Source: an optimization exercise on an open RTL-to-GDS flow (aim: small area). Production flows keep margins and buffers that such runs may drop.
RTL that was checked went through simulation tests only; none was proved equivalent to the original.
The flow treats the clock pin as an ideal source, which a real chip does not have.
Power figures rest on the tool's default switching activity, not on a simulated workload.

==> run a: inputs <==
==> flow/design.v <==
`default_nettype none
module cam_repl #(
    parameter int DATA_SIZE = 19,
    parameter int DEPTH     = 16,
    parameter int IDX_W     = $clog2(DEPTH),
    parameter int NSEARCH   = 3
) (
    input  logic                         clk,
    input  logic                         rst,
    input  logic                         flush,
    input  logic                         inv_en,
    input  logic [IDX_W-1:0]             inv_idx,
    input  logic                         wr_en,
    input  logic [IDX_W-1:0]             wr_idx,
    input  logic                         ins_en,
    input  logic [DATA_SIZE-1:0]         wdata,
    input  logic [IDX_W-1:0]             addr,
    output logic [DATA_SIZE-1:0]         data,
    output logic                         vld,
    input  logic [NSEARCH*DATA_SIZE-1:0] rdata,
    output logic [NSEARCH*DEPTH-1:0]     hit,
    output logic [NSEARCH-1:0]           hit_any,
    output logic [NSEARCH*IDX_W-1:0]     hit_idx,
    output logic [NSEARCH-1:0]           multi,
    output logic                         ins_done,
    output logic [IDX_W-1:0]             ins_idx,
    output logic                         full
);
    logic [DATA_SIZE-1:0] r_mem [DEPTH];
    logic [DEPTH-1:0]     r_valid;
    logic [IDX_W-1:0]     r_vp;
    logic                 r_ins_done;
    logic [IDX_W-1:0]     r_ins_idx;
    function automatic logic [IDX_W+1:0] f_summary(input logic [DEPTH-1:0] vec);
        logic [DEPTH-1:0] any1;
        logic [DEPTH-1:0] mul1;
        logic [IDX_W-1:0] idx1 [DEPTH];
        for (int i = 0; i < DEPTH; i++) begin
            any1[i] = vec[i];
            mul1[i] = 1'b0;
            idx1[i] = '0;
        end
        for (int lvl = 0; lvl < IDX_W; lvl++) begin
            for (int i = 0; i < (DEPTH >> (lvl + 1)); i++) begin
                mul1[i] = mul1[2*i] | mul1[2*i+1] | (any1[2*i] & any1[2*i+1]);
                idx1[i] = any1[2*i] ? idx1[2*i] : (idx1[2*i+1] | IDX_W'(1 << lvl));
                any1[i] = any1[2*i] | any1[2*i+1];
            end
        end
        f_summary = {any1[0], mul1[0], any1[0] ? idx1[0] : IDX_W'(0)};
    endfunction
    genvar k, e;
    generate
        for (k = 0; k < NSEARCH; k++) begin : g_port
            logic [DATA_SIZE-1:0] w_key;
            logic [DEPTH-1:0]     w_hit;
            logic [IDX_W+1:0]     w_sum;
            assign w_key = rdata[k*DATA_SIZE +: DATA_SIZE];
            for (e = 0; e < DEPTH; e++) begin : g_entry
                assign w_hit[e] = r_valid[e] && (r_mem[e] == w_key);
            end
            assign w_sum                     = f_summary(w_hit);
            assign hit[k*DEPTH +: DEPTH]     = w_hit;
            assign hit_any[k]                = w_sum[IDX_W+1];
            assign multi[k]                  = w_sum[IDX_W];
            assign hit_idx[k*IDX_W +: IDX_W] = w_sum[IDX_W-1:0];
        end
    endgenerate
    logic [DEPTH-1:0] w_ins_match;
    logic [DEPTH-1:0] w_cand;
    logic [IDX_W+1:0] w_cand_sum;
    logic [IDX_W-1:0] w_ins_target;
    logic             w_any_match, w_any_cand, w_full;
    for (e = 0; e < DEPTH; e++) begin : g_ins_cmp
        assign w_ins_match[e] = r_valid[e] && (r_mem[e] == wdata);
    end
    assign w_any_match  = |w_ins_match;
    assign w_full       = &r_valid;
    assign w_cand       = w_any_match ? w_ins_match : ~r_valid;
    assign w_cand_sum   = f_summary(w_cand);
    assign w_any_cand   = w_cand_sum[IDX_W+1];
    assign w_ins_target = w_any_cand ? w_cand_sum[IDX_W-1:0] : r_vp;
    logic             w_do_wr, w_do_ins, w_wen;
    logic [IDX_W-1:0] w_widx;
    logic [DEPTH-1:0] w_we;
    assign w_do_wr  = !flush && !inv_en && wr_en;
    assign w_do_ins = !flush && !inv_en && !wr_en && ins_en;
    assign w_wen    = !flush && !inv_en && (wr_en || ins_en);
    assign w_widx   = wr_en ? wr_idx : w_ins_target;
    for (e = 0; e < DEPTH; e++) begin : g_we
        assign w_we[e] = w_wen && (w_widx == IDX_W'(e));
    end
    always_ff @(posedge clk) begin
        if (!rst) begin
            r_valid    <= '0;
            r_vp       <= '0;
            r_ins_done <= 1'b0;
            r_ins_idx  <= '0;
        end else begin
            r_ins_done <= w_do_ins;
            if (w_do_ins) r_ins_idx <= w_ins_target;
            if (w_do_ins && !w_any_cand) r_vp <= r_vp + IDX_W'(1);
            for (int j = 0; j < DEPTH; j++) begin
                if (flush || (inv_en && inv_idx == IDX_W'(j))) r_valid[j] <= 1'b0;
                else if (w_we[j])                             r_valid[j] <= 1'b1;
            end
        end
    end
    logic [DATA_SIZE-1:0] w_wdata_r;
    assign w_wdata_r = wdata & {DATA_SIZE{rst}};
    for (e = 0; e < DEPTH; e++) begin : g_mem
        logic [DATA_SIZE-1:0] q;
        always_ff @(posedge clk) begin
            if (w_we[e] || !rst) q <= w_wdata_r;
        end
        assign r_mem[e] = q;
    end
    always_comb begin
        data = '0;
        for (int j = 0; j < DEPTH; j++) begin
            data = data | (r_mem[j] & {DATA_SIZE{addr == IDX_W'(j)}});
        end
    end
    assign vld      = r_valid[addr];
    assign full     = w_full;
    assign ins_done = r_ins_done;
    assign ins_idx  = r_ins_idx;
endmodule
`default_nettype wire
==> flow/flow/run.sh <==
#!/bin/bash
# Own layout flow: the standard layout (standard.sh) with these changes:
#  * Synthesis is synth_recipe.tcl unchanged except that, right before
#    Yosys's abc call, every 2-input XOR (XNOR) gate is mapped to an
#    inverted sky130_fd_sc_hd__xnor2_1 (xor2_1) (flow/xor_map.v), and abc
#    runs flow/abc_area.script (two rounds of area-oriented mapping with
#    choices) on the rest. The register mapping is untouched.
#  * Port buffers: sky130_fd_sc_hd__buf_1 on outputs (flow/pre_gpl.tcl),
#    sky130_fd_sc_hd__buf_2 on inputs.
#  * CTS uses clkbuf_8 in clusters of up to 14 sinks and inserts no dummy
#    loads.
# Every tool writes its full output to ORFS's per-step logs under orfs/logs;
# make's own output goes to make.log in this folder.
set -euo pipefail
W=$PWD
{
  head -n 1 synth_recipe.tcl
  cat <<'T'
proc abc {args} {
  set i [lsearch -exact $args -script]
  if { $i >= 0 } { lset args [expr {$i + 1}] $::env(OWN_ABC_SCRIPT) }
  yosys techmap -map $::env(OWN_XOR_MAP)
  yosys abc {*}$args
}
T
  tail -n +2 synth_recipe.tcl
} > "$W/own_synth.tcl"
sed "s#SYNTH_SCRIPT=[^ ]*#SYNTH_SCRIPT=$W/own_synth.tcl#" standard.sh > "$W/own_standard.sh"
grep -q "SYNTH_SCRIPT=$W/own_synth.tcl" "$W/own_standard.sh"
export OWN_ABC_SCRIPT="$W/flow/abc_area.script"
export OWN_XOR_MAP="$W/flow/xor_map.v"
export PRE_GLOBAL_PLACE_TCL="$W/flow/pre_gpl.tcl"
export BUFFER_PORTS_ARGS="-inputs -buffer_cell sky130_fd_sc_hd__buf_2"
export CTS_ARGS="-sink_clustering_enable -repair_clock_nets -buf_list sky130_fd_sc_hd__clkbuf_8 -sink_clustering_size 14 -sink_clustering_max_diameter 60 -dont_use_dummy_load"
bash "$W/own_standard.sh" > "$W/make.log" 2>&1
==> flow/flow/abc_area.script <==
strash
dch -f
amap -F 4 -A 8 -C 2000
strash
dch -f
amap -F 4 -A 8 -C 2000
topo
==> flow/flow/pre_gpl.tcl <==
# Output ports get buf_1 buffers here; the input ports are buffered right
# after this by ORFS's own buffer_ports call (BUFFER_PORTS_ARGS).
buffer_ports -outputs -buffer_cell sky130_fd_sc_hd__buf_1
==> flow/flow/xor_map.v <==
module \$_XOR_ (input A, input B, output Y);
  wire t;
  sky130_fd_sc_hd__xnor2_1 _TECHMAP_REPLACE_ (.A(A), .B(B), .Y(t));
  \$_NOT_ inv (.A(t), .Y(Y));
endmodule
module \$_XNOR_ (input A, input B, output Y);
  wire t;
  sky130_fd_sc_hd__xor2_1 _TECHMAP_REPLACE_ (.A(A), .B(B), .X(t));
  \$_NOT_ inv (.A(t), .Y(Y));
endmodule
==> flow/standard.sh <==
#!/bin/bash
# synth_recipe.tcl (not shown) runs the flow's synth.tcl, then flattens the netlist and writes it again
# the make line also repeats each setting of config.mk as NAME=value (left out here)
make -C /OpenROAD-flow-scripts/flow DESIGN_CONFIG=/design/flow/config.mk WORK_HOME=/design/flow/orfs CLKGATE_MAP_FILE= SYNTH_SCRIPT=/design/flow/synth_recipe.tcl "${@:-finish}"
==> flow/config.mk <==
export PLATFORM = sky130hd
export DESIGN_NAME = cam_repl
export DESIGN_NICKNAME = cam_repl
export VERILOG_FILES = /design/flow/design.v
export SDC_FILE = /design/flow/constraint.sdc
export NUM_CORES = 4
export LEC_CHECK = 0
export ABC_AREA = 1
export CAP_MARGIN = 10
export CORE_MARGIN = 2
export CORE_UTILIZATION = 40
export GPL_TIMING_DRIVEN = 0
export SETUP_SLACK_MARGIN = 0.5
export SLEW_MARGIN = 10
==> flow/constraint.sdc <==
create_clock -name core_clock -period 8.0 [get_ports {clk}]
set_input_delay 1.6000 -clock core_clock [delete_from_list [all_inputs] [get_ports {clk}]]
set_output_delay 1.6000 -clock core_clock [all_outputs]
set_load 0.01 [all_outputs]
==> run b (differences from run a) <==
--- a/flow/design.v
+++ b/flow/design.v
@@ -68,17 +68,18 @@
     endgenerate
     logic [DEPTH-1:0] w_ins_match;
-    logic [DEPTH-1:0] w_cand;
-    logic [IDX_W+1:0] w_cand_sum;
+    logic [IDX_W+1:0] w_match_sum;
+    logic [IDX_W+1:0] w_free_sum;
     logic [IDX_W-1:0] w_ins_target;
-    logic             w_any_match, w_any_cand, w_full;
+    logic             w_any_match, w_any_free, w_full;
     for (e = 0; e < DEPTH; e++) begin : g_ins_cmp
         assign w_ins_match[e] = r_valid[e] && (r_mem[e] == wdata);
     end
-    assign w_any_match  = |w_ins_match;
-    assign w_full       = &r_valid;
-    assign w_cand       = w_any_match ? w_ins_match : ~r_valid;
-    assign w_cand_sum   = f_summary(w_cand);
-    assign w_any_cand   = w_cand_sum[IDX_W+1];
-    assign w_ins_target = w_any_cand ? w_cand_sum[IDX_W-1:0] : r_vp;
+    assign w_match_sum  = f_summary(w_ins_match);
+    assign w_free_sum   = f_summary(~r_valid);
+    assign w_any_match  = w_match_sum[IDX_W+1];
+    assign w_any_free   = w_free_sum[IDX_W+1];
+    assign w_full       = ~w_any_free;
+    assign w_ins_target = w_any_match ? w_match_sum[IDX_W-1:0] :
+                          w_any_free  ? w_free_sum[IDX_W-1:0]  : r_vp;
     logic             w_do_wr, w_do_ins, w_wen;
     logic [IDX_W-1:0] w_widx;
@@ -100,5 +101,5 @@
             r_ins_done <= w_do_ins;
             if (w_do_ins) r_ins_idx <= w_ins_target;
-            if (w_do_ins && !w_any_cand) r_vp <= r_vp + IDX_W'(1);
+            if (w_do_ins && !w_any_match && !w_any_free) r_vp <= r_vp + IDX_W'(1);
             for (int j = 0; j < DEPTH; j++) begin
                 if (flush || (inv_en && inv_idx == IDX_W'(j))) r_valid[j] <= 1'b0;
--- a/flow/flow/run.sh
+++ b/flow/flow/run.sh
@@ -4,9 +4,11 @@
 #    Yosys's abc call, every 2-input XOR (XNOR) gate is mapped to an
 #    inverted sky130_fd_sc_hd__xnor2_1 (xor2_1) (flow/xor_map.v), and abc
-#    runs flow/abc_area.script (two rounds of area-oriented mapping with
+#    runs flow/abc_area.script (three rounds of area-oriented mapping with
 #    choices) on the rest. The register mapping is untouched.
 #  * Port buffers: sky130_fd_sc_hd__buf_1 on outputs (flow/pre_gpl.tcl),
 #    sky130_fd_sc_hd__buf_2 on inputs.
-#  * CTS uses clkbuf_8 in clusters of up to 14 sinks and inserts no dummy
+#  * The resizer may not use buf_12 or buf_16 (flow/no_big_buf.tcl, run
+#    before the resize, CTS and global-route steps).
+#  * CTS uses clkbuf_4 in clusters of up to 8 sinks and inserts no dummy
 #    loads.
 # Every tool writes its full output to ORFS's per-step logs under orfs/logs;
@@ -32,4 +34,7 @@
 export PRE_GLOBAL_PLACE_TCL="$W/flow/pre_gpl.tcl"
 export BUFFER_PORTS_ARGS="-inputs -buffer_cell sky130_fd_sc_hd__buf_2"
-export CTS_ARGS="-sink_clustering_enable -repair_clock_nets -buf_list sky130_fd_sc_hd__clkbuf_8 -sink_clustering_size 14 -sink_clustering_max_diameter 60 -dont_use_dummy_load"
+export PRE_RESIZE_TCL="$W/flow/no_big_buf.tcl"
+export PRE_CTS_TCL="$W/flow/no_big_buf.tcl"
+export PRE_GLOBAL_ROUTE_TCL="$W/flow/no_big_buf.tcl"
+export CTS_ARGS="-sink_clustering_enable -repair_clock_nets -buf_list sky130_fd_sc_hd__clkbuf_4 -sink_clustering_size 8 -sink_clustering_max_diameter 50 -dont_use_dummy_load"
 bash "$W/own_standard.sh" > "$W/make.log" 2>&1
==> flow/flow/abc_area.script (replaced) <==
strash
dch -f
amap -F 4 -A 8 -C 2000
strash
dch -f
amap -F 4 -A 8 -C 2000
strash
dch -f
amap -F 4 -A 8 -C 2000
topo
==> flow/flow/no_big_buf.tcl (new file) <==
# Keep the resizer from using the largest buffers when it repairs slew,
# capacitance and timing; smaller buffers do on these short nets.
set_dont_use {sky130_fd_sc_hd__buf_12 sky130_fd_sc_hd__buf_16}
CAP_MARGIN = 12   (was 10)
CORE_UTILIZATION = 45   (was 40)
SETUP_SLACK_MARGIN = 0.2   (was 0.5)
SLEW_MARGIN = 12   (was 10)
==> run c (differences from run a) <==
--- a/flow/design.v
+++ b/flow/design.v
@@ -68,17 +68,18 @@
     endgenerate
     logic [DEPTH-1:0] w_ins_match;
-    logic [DEPTH-1:0] w_cand;
-    logic [IDX_W+1:0] w_cand_sum;
+    logic [IDX_W+1:0] w_match_sum;
+    logic [IDX_W+1:0] w_free_sum;
     logic [IDX_W-1:0] w_ins_target;
-    logic             w_any_match, w_any_cand, w_full;
+    logic             w_any_match, w_any_free, w_full;
     for (e = 0; e < DEPTH; e++) begin : g_ins_cmp
         assign w_ins_match[e] = r_valid[e] && (r_mem[e] == wdata);
     end
-    assign w_any_match  = |w_ins_match;
-    assign w_full       = &r_valid;
-    assign w_cand       = w_any_match ? w_ins_match : ~r_valid;
-    assign w_cand_sum   = f_summary(w_cand);
-    assign w_any_cand   = w_cand_sum[IDX_W+1];
-    assign w_ins_target = w_any_cand ? w_cand_sum[IDX_W-1:0] : r_vp;
+    assign w_match_sum  = f_summary(w_ins_match);
+    assign w_free_sum   = f_summary(~r_valid);
+    assign w_any_match  = w_match_sum[IDX_W+1];
+    assign w_any_free   = w_free_sum[IDX_W+1];
+    assign w_full       = ~w_any_free;
+    assign w_ins_target = w_any_match ? w_match_sum[IDX_W-1:0] :
+                          w_any_free  ? w_free_sum[IDX_W-1:0]  : r_vp;
     logic             w_do_wr, w_do_ins, w_wen;
     logic [IDX_W-1:0] w_widx;
@@ -100,5 +101,5 @@
             r_ins_done <= w_do_ins;
             if (w_do_ins) r_ins_idx <= w_ins_target;
-            if (w_do_ins && !w_any_cand) r_vp <= r_vp + IDX_W'(1);
+            if (w_do_ins && !w_any_match && !w_any_free) r_vp <= r_vp + IDX_W'(1);
             for (int j = 0; j < DEPTH; j++) begin
                 if (flush || (inv_en && inv_idx == IDX_W'(j))) r_valid[j] <= 1'b0;
==> flow/run.sh (new file) <==
#!/bin/bash
# synth_recipe.tcl (not shown) runs the flow's synth.tcl, then flattens the netlist and writes it again
# the make line also repeats each setting of config.mk as NAME=value (left out here)
make -C /OpenROAD-flow-scripts/flow DESIGN_CONFIG=/design/flow/config.mk WORK_HOME=/design/flow/orfs CLKGATE_MAP_FILE= SYNTH_SCRIPT=/design/flow/synth_recipe.tcl finish
CTS_BUF_LIST = sky130_fd_sc_hd__clkbuf_8   (was not set)
CTS_CLUSTER_DIAMETER = 60   (was not set)
CTS_CLUSTER_SIZE = 14   (was not set)
SETUP_SLACK_MARGIN = 0.2   (was 0.5)
removed: flow/flow/run.sh
removed: flow/flow/abc_area.script
removed: flow/flow/pre_gpl.tcl
removed: flow/flow/xor_map.v
removed: flow/standard.sh
==> run d (differences from run a) <==
--- a/flow/design.v
+++ b/flow/design.v
@@ -68,17 +68,18 @@
     endgenerate
     logic [DEPTH-1:0] w_ins_match;
-    logic [DEPTH-1:0] w_cand;
-    logic [IDX_W+1:0] w_cand_sum;
+    logic [IDX_W+1:0] w_match_sum;
+    logic [IDX_W+1:0] w_free_sum;
     logic [IDX_W-1:0] w_ins_target;
-    logic             w_any_match, w_any_cand, w_full;
+    logic             w_any_match, w_any_free, w_full;
     for (e = 0; e < DEPTH; e++) begin : g_ins_cmp
         assign w_ins_match[e] = r_valid[e] && (r_mem[e] == wdata);
     end
-    assign w_any_match  = |w_ins_match;
-    assign w_full       = &r_valid;
-    assign w_cand       = w_any_match ? w_ins_match : ~r_valid;
-    assign w_cand_sum   = f_summary(w_cand);
-    assign w_any_cand   = w_cand_sum[IDX_W+1];
-    assign w_ins_target = w_any_cand ? w_cand_sum[IDX_W-1:0] : r_vp;
+    assign w_match_sum  = f_summary(w_ins_match);
+    assign w_free_sum   = f_summary(~r_valid);
+    assign w_any_match  = w_match_sum[IDX_W+1];
+    assign w_any_free   = w_free_sum[IDX_W+1];
+    assign w_full       = ~w_any_free;
+    assign w_ins_target = w_any_match ? w_match_sum[IDX_W-1:0] :
+                          w_any_free  ? w_free_sum[IDX_W-1:0]  : r_vp;
     logic             w_do_wr, w_do_ins, w_wen;
     logic [IDX_W-1:0] w_widx;
@@ -100,5 +101,5 @@
             r_ins_done <= w_do_ins;
             if (w_do_ins) r_ins_idx <= w_ins_target;
-            if (w_do_ins && !w_any_cand) r_vp <= r_vp + IDX_W'(1);
+            if (w_do_ins && !w_any_match && !w_any_free) r_vp <= r_vp + IDX_W'(1);
             for (int j = 0; j < DEPTH; j++) begin
                 if (flush || (inv_en && inv_idx == IDX_W'(j))) r_valid[j] <= 1'b0;
--- a/flow/flow/run.sh
+++ b/flow/flow/run.sh
@@ -4,8 +4,10 @@
 #    Yosys's abc call, every 2-input XOR (XNOR) gate is mapped to an
 #    inverted sky130_fd_sc_hd__xnor2_1 (xor2_1) (flow/xor_map.v), and abc
-#    runs flow/abc_area.script (two rounds of area-oriented mapping with
+#    runs flow/abc_area.script (three rounds of area-oriented mapping with
 #    choices) on the rest. The register mapping is untouched.
 #  * Port buffers: sky130_fd_sc_hd__buf_1 on outputs (flow/pre_gpl.tcl),
 #    sky130_fd_sc_hd__buf_2 on inputs.
+#  * The resizer may not use buf_12 or buf_16 (flow/no_big_buf.tcl, run
+#    before the resize, CTS and global-route steps).
 #  * CTS uses clkbuf_8 in clusters of up to 14 sinks and inserts no dummy
 #    loads.
@@ -32,4 +34,7 @@
 export PRE_GLOBAL_PLACE_TCL="$W/flow/pre_gpl.tcl"
 export BUFFER_PORTS_ARGS="-inputs -buffer_cell sky130_fd_sc_hd__buf_2"
+export PRE_RESIZE_TCL="$W/flow/no_big_buf.tcl"
+export PRE_CTS_TCL="$W/flow/no_big_buf.tcl"
+export PRE_GLOBAL_ROUTE_TCL="$W/flow/no_big_buf.tcl"
 export CTS_ARGS="-sink_clustering_enable -repair_clock_nets -buf_list sky130_fd_sc_hd__clkbuf_8 -sink_clustering_size 14 -sink_clustering_max_diameter 60 -dont_use_dummy_load"
 bash "$W/own_standard.sh" > "$W/make.log" 2>&1
==> flow/flow/abc_area.script (replaced) <==
strash
dch -f
amap -F 4 -A 8 -C 2000
strash
dch -f
amap -F 4 -A 8 -C 2000
strash
dch -f
amap -F 4 -A 8 -C 2000
topo
==> flow/flow/no_big_buf.tcl (new file) <==
# Keep the resizer from using the largest buffers when it repairs slew,
# capacitance and timing; smaller buffers do on these short nets.
set_dont_use {sky130_fd_sc_hd__buf_12 sky130_fd_sc_hd__buf_16}
SETUP_SLACK_MARGIN = 0.2   (was 0.5)
==> notes <==
Run c died in global routing on GRT-0116. Run b completed without violations. Run a completed without violations. Run d finished with timing, DRC and antenna clean. First-iteration DRC count, highest first: run b, run d, run a. In run d the sequential share of layout area is lower than in run b, by 0.26 points. The lowest clock skew belongs to run a, the highest to run b. Maximum frequency, lowest first: run a, run d, run b. Critical path depth: run b is lower than run a (9). Of run b and run a, run b has the higher count of clock-buffer cells in the layout (gap 13). Of run a and run b, run a has the higher via count (gap 0.62%, measured against run b). Register-to-register slack, highest first: run b, run d, run a. Worst hold slack: run a < run b < run d. In flip-flop and latch count, run d and run a do not differ.
==> figures <==
| quantity | run c | run b | run d | run a |
|---|---|---|---|---|
| Hold Crit Endpoint | - | r_ins_idx[2]$_SDFFE_PN0P_ | r_vp[3]$_SDFFE_PN0P_ | r_ins_idx[1]$_SDFFE_PN0P_ |
| Clk_skew | - | 150.0 ps | 94.23 ps | 67.89 ps |
| Routability congestion estimate | 1.364 | 1.056 | 1.014 | 1.001 |
| Hold path start | - | r_ins_idx[2]$_SDFFE_PN0P_ | r_vp[3]$_SDFFE_PN0P_ | r_ins_idx[1]$_SDFFE_PN0P_ |
| Peak supply drop | - | 0.1233 mV | 0.1395 mV | 0.1365 mV |
| Result of the run | aborted with a tool error | complete, no violations | complete, no violations | complete, no violations |
| Last stage reached | global routing | - | - | - |
| Count of endpoints failing setup in the final report | - | 0 | 0 | 0 |
| Number of antenna cells inserted | - | 3 | 3 | 5 |
| Number of remaining DRC errors | - | 0 | 0 | 0 |
| Post-synthesis adder-cell area fraction | 0.0004202 | 0.0004739 | 0.0004739 | 0.0004740 |
| Area fraction of clock buffers and clock inverters | - | 0.01358 | 0.01677 | 0.01823 |
| Leak | - | 0.007803 uW | 0.007825 uW | 0.008152 uW |
| FF-to-FF Start | - | g_mem[0].q[0]$_DFFE_PP_ | g_mem[0].q[5]$_DFFE_PP_ | g_mem[9].q[5]$_DFFE_PP_ |
| Number of maximum-capacitance constraint violations | - | 0 | 0 | 0 |
| Worst r2r path cells | - | 14 | 14 | 19 |
| Initial core utilization | 0.4020 | 0.4567 | 0.4030 | 0.4029 |
| Launching element type of the critical path | - | input port | input port | input port |
| Crit path largest cell delay | - | 850 ps | 930 ps | 700 ps |
| H-tree level count | 2 | - | - | 2 |
| Multi-input gate share of total cell area | - | 0.5777 | 0.5728 | 0.5628 |
| Most frequent standard cell in the layout excluding fill and tap cells | - | xnor2_1 | xnor2_1 | xnor2_1 |
Only the layout flow was run in run a; the RTL was not checked for function there.

-- re-timing with driven ports --
The results above use ideal ports. As a check the final layouts listed here were re-extracted and re-timed, cells and wires unchanged. Step 1, drivers: a clkbuf_16 drives clk and a buf_2 each remaining input, both assumed. Step 2 adds t to the input delays and takes it off the output delays; t is the mean of the earliest and latest rising clock arrival at the registers after step 1. Input paths then give back, and output paths get back, about the clock's delay inside the block. Three values: no drivers, after step 1, after step 2; two values: the first two.
| run | shift t [ns] | slack for setup (ns) | worst setup path at the end | worst register clock-pin slew, ns |
|---|---|---|---|---|
| run a | 0.679 | 0.593 / 0.624 / -0.055 | input to register | 0.09 / 0.09 |
| run b | 0.861 | 1.333 / 1.308 / 1.028 | input to register | 0.11 / 0.11 |
| run d | 0.661 | 1.196 / 1.169 / 1.018 | input to register | 0.10 / 0.10 |
Met with ideal ports but missed after step 2: setup timing in run a. The setup slack of run a, which loses most, moves by +0.031 ns with the drivers and by -0.648 ns with both steps.
